From an optimization exercise on the open Yosys and OpenROAD flow, aimed at a short achievable clock period and few clock cycles; shortcuts taken in it are not production practice.
The RTL was checked by simulation tests, not by an equivalence proof against the original design.
Power figures rest on the tool's default switching activity, not on a simulated workload.

[flow/run.sh]
#!/bin/bash
# synth_recipe.tcl (not shown) runs the flow's synth.tcl, then flattens the netlist and writes it again
# the make line also repeats each setting of config.mk as NAME=value (left out here)
make -C /OpenROAD-flow-scripts/flow DESIGN_CONFIG=/design/flow/config.mk WORK_HOME=/design/flow/orfs CLKGATE_MAP_FILE= SYNTH_SCRIPT=/design/flow/synth_recipe.tcl finish
[flow/config.mk]
export PLATFORM = sky130hd
export DESIGN_NAME = dcache
export DESIGN_NICKNAME = dcache
export VERILOG_FILES = /design/flow/design.v
export SDC_FILE = /design/flow/constraint.sdc
export NUM_CORES = 4
export LEC_CHECK = 0
export CAP_MARGIN = 20
export CORE_MARGIN = 2
export CORE_UTILIZATION = 40
export SLEW_MARGIN = 20
[flow/constraint.sdc]
create_clock -name core_clock -period 7.5 [get_ports {CLK}]
set_input_delay 1.5000 -clock core_clock [delete_from_list [all_inputs] [get_ports {CLK}]]
set_output_delay 1.5000 -clock core_clock [all_outputs]
set_load 0.01 [all_outputs]
[flow/design.v]
package dcache_pkg;
  typedef logic [31:0] word_t;
  typedef logic [31:0] addr_t;
  typedef logic [26-1:0] tag_t;
  typedef logic [3-1:0] idx_t;
  typedef logic [31:0] hit_cnt_t;
  typedef enum logic [3:0] {
    idle,
    wb0,           
    wb1,           
    ld0,           
    ld1,           
    flush_scan,    
    flush_wb0,
    flush_wb1,
    cnt_wr,        
    done           
  } ctrl_state_t;
endpackage
`timescale 1ns/1ps
module dcache_way (
  input  logic              CLK,
  input  logic              rst,
  input  dcache_pkg::idx_t  idx,
  input  logic              offset,
  input  dcache_pkg::tag_t  req_tag,
  input  logic              wen,
  input  logic              fill,
  input  logic              clean,
  input  dcache_pkg::word_t wdata,
  input  dcache_pkg::tag_t  new_tag,
  output logic              hit,
  output logic              valid,
  output logic              dirty,
  output dcache_pkg::tag_t  tag,
  output dcache_pkg::word_t rdata
);
  dcache_pkg::tag_t                    tag_mem  [8];
  dcache_pkg::word_t                   data_mem [8][2];
  logic [8-1:0] valid_q;
  logic [8-1:0] dirty_q;
  assign valid = valid_q[idx];
  assign dirty = dirty_q[idx];
  assign tag   = tag_mem[idx];
  assign rdata = data_mem[idx][offset];
  assign hit   = valid_q[idx] && (tag_mem[idx] == req_tag);
  always_ff @(posedge CLK) begin
    if (rst) begin
      valid_q <= '0;
      dirty_q <= '0;
    end else begin
      if (fill) begin
        valid_q[idx] <= 1'b1;
        dirty_q[idx] <= 1'b0;       
      end else if (wen) begin
        dirty_q[idx] <= 1'b1;       
      end else if (clean) begin
        dirty_q[idx] <= 1'b0;       
      end
    end
  end
  always_ff @(posedge CLK) begin
    if (fill) begin
      tag_mem[idx] <= new_tag;
    end
  end
  always_ff @(posedge CLK) begin
    if (wen) begin
      data_mem[idx][offset] <= wdata;
    end
  end
endmodule
`timescale 1ns/1ps
module dcache_ctrl (
  input  logic                CLK,
  input  logic                rst,
  input  logic                dmem_ren,
  input  logic                dmem_wen,
  input  logic                halt,
  input  dcache_pkg::addr_t   dmem_addr,
  input  dcache_pkg::word_t   dmem_store,
  output dcache_pkg::word_t   dmem_load,
  output logic                dhit,
  output logic                flushed,
  output logic                dread,
  output logic                dwrite,
  output dcache_pkg::addr_t   daddr,
  output dcache_pkg::word_t   dstore,
  input  logic                dwait,
  input  dcache_pkg::word_t   dload,
  input  logic                hit0,
  input  logic                hit1,
  input  logic                valid0,
  input  logic                valid1,
  input  logic                dirty0,
  input  logic                dirty1,
  input  dcache_pkg::tag_t    tag0,
  input  dcache_pkg::tag_t    tag1,
  input  dcache_pkg::word_t   rdata0,
  input  dcache_pkg::word_t   rdata1,
  output dcache_pkg::idx_t    idx,
  output logic                offset,
  output logic                wen0,
  output logic                wen1,
  output logic                fill0,
  output logic                fill1,
  output logic                clean0,
  output logic                clean1,
  output dcache_pkg::word_t   wdata,
  output dcache_pkg::tag_t    new_tag
);
  dcache_pkg::ctrl_state_t             state;
  dcache_pkg::ctrl_state_t             state_nxt;
  logic [8-1:0] lru;             
  logic                    vict_way;
  logic                    vict_nxt;
  logic                    vict_dirty;
  logic [3:0]  flush_ptr;       
  dcache_pkg::idx_t                    flush_idx;
  logic                    flush_last;
  logic                    flush_st;
  dcache_pkg::hit_cnt_t                hit_cnt;
  logic                    retry;           
  dcache_pkg::tag_t                    req_tag;
  dcache_pkg::idx_t                    req_idx;
  logic                    req_off;
  logic                    req;
  logic                    sel_way;
  dcache_pkg::tag_t                    sel_tag;
  dcache_pkg::word_t                   sel_data;
  logic                    sel_dirty;
  assign req_tag = dmem_addr[31 -: 26];
  assign req_idx = dmem_addr[3 +: 3];
  assign req_off = dmem_addr[2];
  assign req     = dmem_ren || dmem_wen;
  assign new_tag = req_tag;
  assign flush_idx  = flush_ptr[3:1];
  assign flush_last = &flush_ptr;
  assign flush_st   = (state == dcache_pkg::flush_scan) || (state == dcache_pkg::flush_wb0) ||
                      (state == dcache_pkg::flush_wb1);
  assign vict_nxt   = !valid0 ? 1'b0 : (!valid1 ? 1'b1 : lru[req_idx]);
  assign vict_dirty = vict_nxt ? dirty1 : dirty0;
  assign sel_way   = flush_st ? flush_ptr[0] : vict_way;
  assign sel_tag   = sel_way ? tag1 : tag0;
  assign sel_data  = sel_way ? rdata1 : rdata0;
  assign sel_dirty = sel_way ? dirty1 : dirty0;
  assign dhit      = (state == dcache_pkg::idle) && !halt && req && (hit0 || hit1);
  assign dmem_load = hit1 ? rdata1 : rdata0;
  assign flushed   = (state == dcache_pkg::done);
  always_comb begin
    state_nxt = state;
    case (state)
      dcache_pkg::idle: begin
        if (halt) begin
          state_nxt = dcache_pkg::flush_scan;
        end else if (req && !(hit0 || hit1)) begin
          state_nxt = vict_dirty ? dcache_pkg::wb0 : dcache_pkg::ld0;
        end
      end
      dcache_pkg::wb0:        if (!dwait) state_nxt = dcache_pkg::wb1;
      dcache_pkg::wb1:        if (!dwait) state_nxt = dcache_pkg::ld0;
      dcache_pkg::ld0:        if (!dwait) state_nxt = dcache_pkg::ld1;
      dcache_pkg::ld1:        if (!dwait) state_nxt = dcache_pkg::idle;     
      dcache_pkg::flush_scan: begin
        if (sel_dirty) begin
          state_nxt = dcache_pkg::flush_wb0;
        end else if (flush_last) begin
          state_nxt = dcache_pkg::cnt_wr;
        end
      end
      dcache_pkg::flush_wb0:  if (!dwait) state_nxt = dcache_pkg::flush_wb1;
      dcache_pkg::flush_wb1:  if (!dwait) state_nxt = flush_last ? dcache_pkg::cnt_wr : dcache_pkg::flush_scan;
      dcache_pkg::cnt_wr:     if (!dwait) state_nxt = dcache_pkg::done;
      dcache_pkg::done:       state_nxt = dcache_pkg::done;
      default:    state_nxt = dcache_pkg::idle;
    endcase
  end
  always_comb begin
    dread  = 1'b0;
    dwrite = 1'b0;
    daddr  = '0;
    dstore = sel_data;
    idx    = flush_st ? flush_idx : req_idx;
    offset = req_off;
    wdata  = dmem_store;
    wen0   = 1'b0;
    wen1   = 1'b0;
    fill0  = 1'b0;
    fill1  = 1'b0;
    clean0 = 1'b0;
    clean1 = 1'b0;
    case (state)
      dcache_pkg::idle: begin
        if (dhit && dmem_wen) begin
          wen0 = hit0;
          wen1 = hit1;
        end
      end
      dcache_pkg::wb0, dcache_pkg::flush_wb0: begin
        dwrite = 1'b1;
        offset = 1'b0;
        daddr  = {sel_tag, idx, 1'b0, 2'b00};
      end
      dcache_pkg::wb1, dcache_pkg::flush_wb1: begin
        dwrite = 1'b1;
        offset = 1'b1;
        daddr  = {sel_tag, idx, 1'b1, 2'b00};
        clean0 = !dwait && !sel_way;
        clean1 = !dwait && sel_way;
      end
      dcache_pkg::ld0, dcache_pkg::ld1: begin
        dread  = 1'b1;
        offset = (state == dcache_pkg::ld1);
        daddr  = {req_tag, req_idx, offset, 2'b00};
        wdata  = dload;
        wen0   = !dwait && !sel_way;
        wen1   = !dwait && sel_way;
        fill0  = (state == dcache_pkg::ld1) && !dwait && !sel_way;     
        fill1  = (state == dcache_pkg::ld1) && !dwait && sel_way;
      end
      dcache_pkg::cnt_wr: begin
        dwrite = 1'b1;
        daddr  = 32'h3100;
        dstore = hit_cnt;
      end
      default: ;
    endcase
  end
  always_ff @(posedge CLK) begin
    if (rst) begin
      state     <= dcache_pkg::idle;
      lru       <= '0;
      vict_way  <= 1'b0;
      flush_ptr <= '0;
      hit_cnt   <= 32'h0000_0000;
      retry     <= 1'b0;
    end else begin
      state <= state_nxt;
      if (state == dcache_pkg::idle) begin
        vict_way <= vict_nxt;     
      end
      if (dhit) begin
        lru[req_idx] <= hit0;     
        retry        <= 1'b0;
        if (!retry) begin
          hit_cnt <= hit_cnt + 1'b1;
        end
      end
      if ((state == dcache_pkg::ld1) && !dwait) begin
        retry <= 1'b1;
      end
      if (((state == dcache_pkg::flush_scan) && !sel_dirty) || ((state == dcache_pkg::flush_wb1) && !dwait)) begin
        if (!flush_last) begin
          flush_ptr <= flush_ptr + 1'b1;
        end
      end
    end
  end
endmodule
`timescale 1ns/1ps
module dcache (
  input  logic              CLK,
  input  logic              rst,
  input  logic              halt,
  input  logic              dmem_ren,
  input  logic              dmem_wen,
  input  dcache_pkg::addr_t dmem_addr,
  input  dcache_pkg::word_t dmem_store,
  output logic              dhit,
  output logic              flushed,
  output dcache_pkg::word_t dmem_load,
  output logic              dread,
  output logic              dwrite,
  output dcache_pkg::addr_t daddr,
  output dcache_pkg::word_t dstore,
  input  logic              dwait,
  input  dcache_pkg::word_t dload
);
  dcache_pkg::tag_t  req_tag;               
  dcache_pkg::idx_t  idx;
  logic  offset;
  dcache_pkg::word_t wdata;
  dcache_pkg::tag_t  new_tag;
  logic  hit0, hit1;
  logic  valid0, valid1;
  logic  dirty0, dirty1;
  dcache_pkg::tag_t  tag0, tag1;
  dcache_pkg::word_t rdata0, rdata1;
  logic  wen0, wen1;
  logic  fill0, fill1;
  logic  clean0, clean1;
  assign req_tag = dmem_addr[31 -: 26];
  dcache_way way0_i (
    .CLK(CLK), .rst(rst),
    .idx(idx), .offset(offset), .req_tag(req_tag),
    .wen(wen0), .fill(fill0), .clean(clean0),
    .wdata(wdata), .new_tag(new_tag),
    .hit(hit0), .valid(valid0), .dirty(dirty0),
    .tag(tag0), .rdata(rdata0)
  );
  dcache_way way1_i (
    .CLK(CLK), .rst(rst),
    .idx(idx), .offset(offset), .req_tag(req_tag),
    .wen(wen1), .fill(fill1), .clean(clean1),
    .wdata(wdata), .new_tag(new_tag),
    .hit(hit1), .valid(valid1), .dirty(dirty1),
    .tag(tag1), .rdata(rdata1)
  );
  dcache_ctrl ctrl_i (
    .CLK(CLK), .rst(rst),
    .dmem_ren(dmem_ren), .dmem_wen(dmem_wen), .halt(halt),
    .dmem_addr(dmem_addr), .dmem_store(dmem_store),
    .dmem_load(dmem_load), .dhit(dhit), .flushed(flushed),
    .dread(dread), .dwrite(dwrite), .daddr(daddr), .dstore(dstore),
    .dwait(dwait), .dload(dload),
    .hit0(hit0), .hit1(hit1),
    .valid0(valid0), .valid1(valid1),
    .dirty0(dirty0), .dirty1(dirty1),
    .tag0(tag0), .tag1(tag1),
    .rdata0(rdata0), .rdata1(rdata1),
    .idx(idx), .offset(offset),
    .wen0(wen0), .wen1(wen1),
    .fill0(fill0), .fill1(fill1),
    .clean0(clean0), .clean1(clean1),
    .wdata(wdata), .new_tag(new_tag)
  );
endmodule
==> impl_summary.txt <==
----------------------------------------------------
[Floorplanning]
  I/O pin total ... 202
  Starting Density ... 0.403
  Die height ... 407 um
  Floorplan core area ... 161,000 sq um
  Count of standard-cell rows ... 147
  Die footprint ... 166,000 sq um
  Die width ... 407 um

[Power]
  Clock network fraction of total power ... 0.320
  Fraction of power spent switching nets ... 0.330
  Part of the power in registers ... 0.389
  Peak supply drop ... 0.000265 V
  Internal ... 16.8 mW
  Net load switching power ... 8.28 mW
  Leakage ... 26.3 nW
  Power per cell area ... 322 nW/um^2
  Combinational share of power ... 0.291

[Timing]
  Remaining max-slew budget at the tightest pin ... 0.308
  Min Tclk post-route ... 7.43 ns
  Final critical-path share of the clock period ... 0.990
  Final hold vios ... 0
  Hold_ws ... 0.468 ns
  Slew at the pin closest to its max-slew limit ... 1.04 ns
  Peak Freq ... 0.135 GHz
  Unrepaired setup endpoints after global routing ... false
  Total setup violations reported at the end of the flow ... 0
  Worst-case setup margin in the final layout ... 0.0721 ns
  Worst clock skew ... 0.0640 ns
  Max-slew violation count ... 0

[GRT]
  Global-route wire length before repair ... 314,000 um
  Largest net degree at the start of global routing ... 113
  Via count of the first global-routing pass ... 44,700
  Remaining global-route overflow ... 0
  Initial antenna violation count ... 7
  Overall routing resource usage ... 0.263

[Critical path]
  Data arrival time of the critical path ... 5.93 ns
  Data required time at the worst endpoint ... 6.00 ns
  Top fanout value on the critical path ... 14
  Largest stage delay on the critical path ... 0.72 ns
  Critical path launch point type ... input port
  Most used cell along the critical path ... buf_4
  Endpoint of the lowest-slack register-to-register path ... way1_i.data_mem[2][1]
  Cell with the largest stage delay on the worst path ... a22oi_2
  Crit. End Element ... primary output
  Slack of the worst reg-to-reg path ... 1.73 ns
  R2R cell count ... 18
  Series of cell instances along the critical path ... clkbuf_4 > nor2b_1 > a22oi_2 > buf_4 > o221ai_1 > o22a_1 > xnor2_1 > or4_1 > nor4_1 > and4_1 > buf_4 > nor2_1 > nor2_1 > buf_4 > clkdlybuf4s50_1
  Worst R2R Start ... ctrl_i.flush_ptr[3]
  Worst Setup Path Type ... in2out

[Drt]
  Number of remaining DRC errors ... 0
  Via-to-Cell Ratio ... 5.98
  DRT iter0 DRCs ... 6,293
  Final WL ... 221,000 um
  Total number of vias ... 47,500
  Final routed wire length divided by cell count ... 27.8 um
  Length of the first detailed-routing pass in iterations ... 5
  Antenna violation net count after detailed routing ... 0

[Job]
  Max-capacitance violation count ... 0

[Clocking]
  Largest buffer count on any clock path ... 3
  CTS tree ... done
  CTS Sinks ... 1,522
  Post-CTS Hold Fix Bufs ... 0
  Clock slew at reported path FFs ... 0.06 ns
  H-tree Lvls ... 4
  Number of buffers inserted during clock tree synthesis ... 161
  Root buffer cell ... clkbuf_16
  Later-pin clock latency in the skew report ... 0.83 ns

[Place]
  Gp weighted congestion ... 0.947
  Worst setup timing slack at the placement stage ... -0.204 ns
  Final HPWL from detailed placement ... 134,000 um
  Input/output buffers ... 197

[Synthesis]
  Warnings from Yosys ... 2
  Number of distinct standard cells referenced by the synthesized netlist ... 87
  Mean Syn Cell Area ... 12.3 sq um
  Netlist Area Pre-Place ... 64,900 sq um
  Most used flip-flop cell after synthesis ... edfxtp_1
  Fraction of the yosys area taken by sequential cells ... 0.691
  Post-synth EDFFs ... 1,440
  Cell count after synthesis ... 5,266
  Number of synthesized register bits ... 1,522
  Share of flip-flops with an asynchronous set or reset after synthesis ... 0

[Final layout]
  Filler cell count in the final layout ... 14,000
  Area Growth Syn to Fin ... 19.7%
  Final nets ... 5,775
  Most common cell after layout, fill and taps aside ... edfxtp_1
  Fraction of layout instances using a drive strength above 1 ... 0.141
  Highest-count cells in the layout ignoring fill and taps ... 1,440 x edfxtp_1, 1,279 x nand2_1, 673 x nand3_1, 332 x buf_4, 193 x clkdlybuf4s50_1

[Status]
  Outcome ... timing/DRC/antenna clean

[Min path]
  Worst min-delay path endpoint ... way1_i.valid_q[3]
  HP Class ... reg2reg
  Startpoint of the worst hold path ... way1_i.valid_q[3]
  Worst hold path stage count ... 2

----------------------------------------------------
## worst max-delay path, delay by kind of cell
kind / cells / cell delay, ns
buffers and inverters: 5 / 1.57
AOI/OAI and AO/OA: 3 / 1.17
xor gates and xnor gates: 1 / 0.18
and+or+nand+nor: 6 / 1.47
## repair_timing
item	4_1_cts	5_1_grt
resized for setup	1	17
endpoints found under the setup margin	33	33
cloned	0	0
pin swaps	0	1
setup buffers	0	4
## area by class of cell
| type | instances | area (sq um) | area share |
|---|---|---|---|
| Sequential cell | 1522 | 44900 | 0.578 |
| Multi-Input combinational cell | 3361 | 19100 | 0.245 |
| Timing Repair Buffer | 590 | 5630 | 0.0724 |
| Clock buffer | 209 | 4320 | 0.0556 |
| Tap cell | 2160 | 2700 | 0.0348 |
| Clock inverter | 86 | 997 | 0.0128 |
| Inverter | 28 | 118 | 0.00151 |
| Antenna cell | 1 | 2.50 | 0.0000322 |
## power by group through the flow
stage	Clock (mW)	Sequential (mW)	Combinational (mW)
3_5_place_dp	0	9.93	7.12
4_1_cts	8.10	9.75	7.16
5_1_grt	8.44	9.76	7.74
2_1_floorplan	0	9.92	3.82
6_report	8.02	9.75	7.28
3_3_place_gp	0	9.93	7.05
## cell usage after synthesis, types with 40 or more instances
library cell | number | area, sq um
a21oi_1 | 95 | 475
a311oi_1 | 67 | 587
a31oi_1 | 70 | 438
and3_1 | 90 | 563
buf_2 | 40 | 200
clkbuf_1 | 271 | 1020
dfxtp_1 | 82 | 1640
edfxtp_1 | 1440 | 43200
mux2_2 | 55 | 619
mux2i_1 | 87 | 871
nand2_1 | 1284 | 4820
nand3_1 | 673 | 3370
nor2_1 | 146 | 548
o21ai_0 | 119 | 596
o221ai_1 | 54 | 473
o22ai_1 | 85 | 532
## routing by layer
layer / vias to the layer above / track usage / share of wire
li1: 20500 / - / -
met1: 23700 / 0.357 / 0.39
met2: 2849 / 0.416 / 0.46
met3: 457 / 0.0569 / 0.11
met4: 0 / 0.0965 / 0.038
met5: - / 0 / 0
## worst max path at each step
stage	from	end	slack [ns]	cells after the start
global route	dmem_addr[4]	dmem_load[27]	0.006	16
global placement	dmem_addr[3]	dhit	-0.16	15
detailed placement	dmem_addr[3]	dhit	-0.20	15
CTS	ctrl_i.state[2]	dmem_load[26]	0.02	17
floorplan	dmem_addr[3]	way1_i.data_mem[11][0]	0.94	15
finish	dmem_addr[3]	dhit	0.07	15
## cells by family after synthesis
group / share of synthesized area
AO/OA/AOI/OAI: 0.0786
XOR/XNOR: 0.00756
adder cells (fa/ha/maj): 0.00173
buffers and inverters: 0.0234
flip-flops: 0.691
multiplexers: 0.0327
other: 0.0000578
AND/OR/NAND/NOR: 0.165
## metrics by stage
stage | cells | TNS, ns | instance area [sq um] | utilization | total power [mW]
6_report | 7957 | 0 | 77700 | 0.483 | 25.0
5_1_grt | 7956 | 0 | 77700 | 0.483 | 25.9
4_1_cts | 7951 | 0 | 77600 | 0.482 | 25.0
3_5_place_dp | 7656 | -2.26 | 72300 | 0.449 | 17.0
3_3_place_gp | 7656 | -1.65 | 72300 | 0.449 | 17.0
2_1_floorplan | 5267 | 0 | 64900 | - | 13.7
## state kept, by name, summed over array words and instances (netlist names), named ones only
signal and count:
way1_i.tag_mem 208, way0_i.tag_mem 208, ctrl_i.lru 8, ctrl_i.hit_cnt 32, ctrl_i.state 4, way1_i.data_mem 512
ctrl_i.retry 1, ctrl_i.vict_way 1, way0_i.valid_q 8, ctrl_i.flush_ptr 4, way1_i.valid_q 8, way0_i.data_mem 512
Testbench counts, summed over its fixed seeds: cycles 58,308.

==> re-timing with driven ports <==
Ports are ideal in the flow. The routed layout listed here was re-timed in OpenROAD. Step 1, drivers: a clkbuf_16 drives CLK and a buf_2 each remaining input, both assumed. Step 2 moves the port delays by t, midway between the first and last clock arrival at a register: inputs arrive t later, outputs are due t later. That takes back most of the time a late clock gives input paths. Slacks: ideal / step 1 / step 2; pairs: ideal / step 1.
shift t [ns]: 0.887
setup WS [ns]: 0.072 / 0.047 / 0.047
worst hold slack (ns): 0.468 / 0.468 / 0.468
worst data-port slew with drivers (ns): 0.19
cell pins on the clock port's net: 1
After both steps setup and hold are still met in this run. The setup slack of this run moves by -0.025 ns with the drivers and by -0.025 ns with both steps.
